This is an optimization exercise on Yosys and OpenROAD, whose aim is small area and few clock cycles per item, not a production implementation.
The RTL was checked by simulation tests, not by an equivalence proof against the original design.

==> inputs of onyx <==
// poly_horner_pipe
module poly_horner_pipe #(
  parameter int DATA_W   = 18,
  parameter int FRAC_W   = 12,
  parameter int DEGREE   = 4,
  parameter bit SATURATE = 1'b1,
  parameter logic [DATA_W*(DEGREE+1)-1:0] COEF_INIT =
    {18'h3f4ab, 18'h1ec5, 18'h3df43, 18'h1cc8, 18'h82}
) (
  input  logic                          clk,
  input  logic                          async_n,
  input  logic                          in_valid,
  output logic                          in_ready,
  input  logic [DATA_W-1:0]             x_in,
  input  logic                          coef_we,
  input  logic [$clog2(DEGREE+1)-1:0]   coef_addr,
  input  logic [DATA_W-1:0]             coef_wdata,
  input  logic                          coef_swap,
  output logic                          busy,
  output logic                          out_valid,
  input  logic                          out_ready,
  output logic [DATA_W-1:0]             y_out,
  output logic                          ovf_out
);
clock: 10.0 ns
lec_check: 0
cap_margin: 20
core_margin: 2
core_utilization: 75
cts_buf_list: sky130_fd_sc_hd__clkbuf_16
cts_cluster_diameter: 90
cts_cluster_size: 28
slew_margin: 20
synth_hierarchical: 1
synth_minimum_keep_size: 0
run.sh (not shown) runs the stock make flow with config.mk's settings and CLKGATE_MAP_FILE= SYNTH_SCRIPT=/design/flow/synth_recipe.tcl, a recipe that flattens the netlist after the stock synthesis.
==> cedar (differences from onyx) <==
CTS_CLUSTER_DIAMETER = 80   (was 90)
CTS_CLUSTER_SIZE = 24   (was 28)
==> summary of the runs <==
- Routed wire length: cedar is larger than onyx (about 0.37%).
- Register-to-register slack is about the same in onyx and cedar.
- Between cedar and onyx, the lower clock skew is in cedar (gap 0.0030 ns).
- Non-clock buffer count: onyx is higher than cedar (1).
Testbench counts of onyx, summed over its fixed seeds: cycles 16,032, items 16,000.
Testbench counts of cedar, summed over its fixed seeds: cycles 16,032, items 16,000.

---

==> violet <==
Another version of the RTL of poly_horner_pipe (not shown whole).
==> module poly_horner_pipe, before the edit <==
module poly_horner_pipe #(
  parameter int DATA_W   = 18,
  parameter int FRAC_W   = 12,
  parameter int DEGREE   = 4,
  parameter bit SATURATE = 1'b1,
  parameter logic [DATA_W*(DEGREE+1)-1:0] COEF_INIT =
    {18'h3f4ab, 18'h1ec5, 18'h3df43, 18'h1cc8, 18'h82}
) (
  input  logic                          clk,
  input  logic                          async_n,
  input  logic                          in_valid,
  output logic                          in_ready,
  input  logic [DATA_W-1:0]             x_in,
  input  logic                          coef_we,
  input  logic [$clog2(DEGREE+1)-1:0]   coef_addr,
  input  logic [DATA_W-1:0]             coef_wdata,
  input  logic                          coef_swap,
  output logic                          busy,
  output logic                          out_valid,
  input  logic                          out_ready,
  output logic [DATA_W-1:0]             y_out,
  output logic                          ovf_out
);
  logic [4:0][17:0] active, shadow;
  logic [4:0]       dirty, wr, commit, ld;
  logic             c4pend;      
  logic [3:0]       tok;
  logic             adv, accept;
  logic [4:1]       vld;
  logic [17:0]      pr1, pr2, pr3, pr4;
  logic             of1, of2, of3, of4;
  logic [17:0]      xr1, xr2, xr3;
  assign adv       = !vld[4] || out_ready;
  assign in_ready  = adv && !c4pend;
  assign accept    = in_valid && in_ready;
  assign busy      = |tok;
  assign out_valid = vld[4];
  always_comb begin
    for (int k = 0; k <= 4; k++) wr[k] = coef_we && (coef_addr == 3'(k));
    commit[4] = coef_swap;
    commit[3] = tok[0] && adv;
    commit[2] = tok[1] && adv;
    commit[1] = tok[2] && adv;
    commit[0] = tok[3] && adv;
    for (int k = 0; k < 4; k++) ld[k] = commit[k] && dirty[k];
    ld[4] = (coef_swap && dirty[4] && !wr[4]) || c4pend;
  end
  always_ff @(posedge clk or negedge async_n) begin
    if (!async_n) begin
      active <= COEF_INIT;
      c4pend <= 1'b0;
      dirty  <= '0;
      tok    <= '0;
    end else begin
      for (int k = 0; k < 4; k++)
        if (ld[k]) active[k] <= shadow[k];
      if (ld[4]) active[4] <= shadow[4];
      c4pend <= coef_swap && wr[4];
      for (int k = 0; k <= 4; k++) begin
        if (commit[k])  dirty[k] <= 1'b0;
        else if (wr[k]) dirty[k] <= 1'b1;
      end
      if (adv) tok <= {tok[2:0], coef_swap};
      else if (coef_swap) tok[0] <= 1'b1;
    end
  end
  always_ff @(posedge clk) begin
    for (int k = 0; k <= 4; k++)
      if (wr[k]) shadow[k] <= coef_wdata;
  end
  logic [17:0] p1, p2, p3, p4, na1, na2, na3, a4;
  logic        po1, po2, po3, po4, so1, so2, so3, so4;
  ph_mulsat   u_m1 (.na(~x_in), .x(active[4]), .p(p1), .po(po1));
  ph_addsat_n u_a1 (.p(pr1), .c(active[3]), .na(na1), .so(so1));
  ph_mulsat   u_m2 (.na(na1), .x(xr1), .p(p2), .po(po2));
  ph_addsat_n u_a2 (.p(pr2), .c(active[2]), .na(na2), .so(so2));
  ph_mulsat   u_m3 (.na(na2), .x(xr2), .p(p3), .po(po3));
  ph_addsat_n u_a3 (.p(pr3), .c(active[1]), .na(na3), .so(so3));
  ph_mulsat   u_m4 (.na(na3), .x(xr3), .p(p4), .po(po4));
  ph_addsat   u_a4 (.p(pr4), .c(active[0]), .a(a4), .so(so4));
  assign y_out   = a4;
  assign ovf_out = of4 | so4;
  always_ff @(posedge clk or negedge async_n) begin
    if (!async_n) vld <= '0;
    else if (adv) vld <= {vld[3:1], accept};
  end
  always_ff @(posedge clk) begin
    if (adv) begin
      pr1 <= p1;  of1 <= po1;
      pr2 <= p2;  of2 <= of1 | so1 | po2;
      pr3 <= p3;  of3 <= of2 | so2 | po3;
      pr4 <= p4;  of4 <= of3 | so3 | po4;
      xr1 <= x_in;
      xr2 <= xr1;
      xr3 <= xr2;
    end
  end
endmodule
Settings: LEC_CHECK=0, CAP_MARGIN=20, CORE_MARGIN=2, CORE_UTILIZATION=75, CTS_BUF_LIST=sky130_fd_sc_hd__clkbuf_16, CTS_CLUSTER_DIAMETER=80, CTS_CLUSTER_SIZE=24, SLEW_MARGIN=20, SYNTH_HIERARCHICAL=1, SYNTH_MINIMUM_KEEP_SIZE=0; clock period 10.0 ns.
==> willow: changes against violet <==
--- a/flow/design.v
+++ b/flow/design.v
@@ -23,6 +23,6 @@
 );
   logic [4:0][17:0] active, shadow;
+  logic [17:0]      c4_new;
   logic [4:0]       dirty, wr, commit, ld;
-  logic             c4pend;      
   logic [3:0]       tok;
   logic             adv, accept;
@@ -32,6 +32,6 @@
   logic [17:0]      xr1, xr2, xr3;
   assign adv       = !vld[4] || out_ready;
-  assign in_ready  = adv && !c4pend;
-  assign accept    = in_valid && in_ready;
+  assign in_ready  = adv;
+  assign accept    = in_valid && adv;
   assign busy      = |tok;
   assign out_valid = vld[4];
@@ -44,10 +44,10 @@
     commit[0] = tok[3] && adv;
     for (int k = 0; k < 4; k++) ld[k] = commit[k] && dirty[k];
-    ld[4] = (coef_swap && dirty[4] && !wr[4]) || c4pend;
+    ld[4]  = coef_swap && (dirty[4] || wr[4]);
+    c4_new = wr[4] ? coef_wdata : shadow[4];
   end
   always_ff @(posedge clk or negedge async_n) begin
     if (!async_n) begin
       active <= COEF_INIT;
-      c4pend <= 1'b0;
       dirty  <= '0;
       tok    <= '0;
@@ -55,6 +55,5 @@
       for (int k = 0; k < 4; k++)
         if (ld[k]) active[k] <= shadow[k];
-      if (ld[4]) active[4] <= shadow[4];
-      c4pend <= coef_swap && wr[4];
+      if (ld[4]) active[4] <= c4_new;
       for (int k = 0; k <= 4; k++) begin
         if (commit[k])  dirty[k] <= 1'b0;
==> run summary <==
- violet went through all stages and came out clean. willow went through all stages and came out clean.
- Global-route usage: violet is higher than willow (3.9 points).
- Against violet, the first-iteration DRC count of willow is lower by 9.0%.
- Against violet, the critical path depth of willow is higher by 1.
Testbench counts of violet, summed over its fixed seeds: cycles 16,032, items 16,000.
Testbench counts of willow, summed over its fixed seeds: cycles 16,032, items 16,000.

-- separate check: timing with driven ports --
The results above use ideal ports. As a check the final layouts listed here were re-extracted and re-timed, cells and wires unchanged.
Step 1, drivers: a clkbuf_16 drives clk and a buf_2 each remaining input, both assumed.
Step 2 adds t to the input delays and takes it off the output delays; t is the mean of the earliest and latest rising clock arrival at the registers after step 1. Input paths then give back, and output paths get back, about the clock's delay inside the block.
a / b / c = ideal ports / drivers / drivers and shift; a / b = the first two.
run | t (ns) | setup slack, ns | latest minus earliest clock arrival (ns) | worst slew at a driven data input, ns
onyx | 0.567 | 0.441 / 0.441 / 0.441 | 0.024 / 0.024 | 0.05
cedar | 0.575 | 0.432 / 0.432 / 0.432 | 0.021 / 0.022 | 0.05
violet | 0.573 | 0.492 / 0.492 / 0.492 | 0.034 / 0.033 | 0.08
willow | 0.597 | 0.616 / 0.616 / 0.616 | 0.030 / 0.029 | 0.05
After both steps every run listed still meets setup and hold.
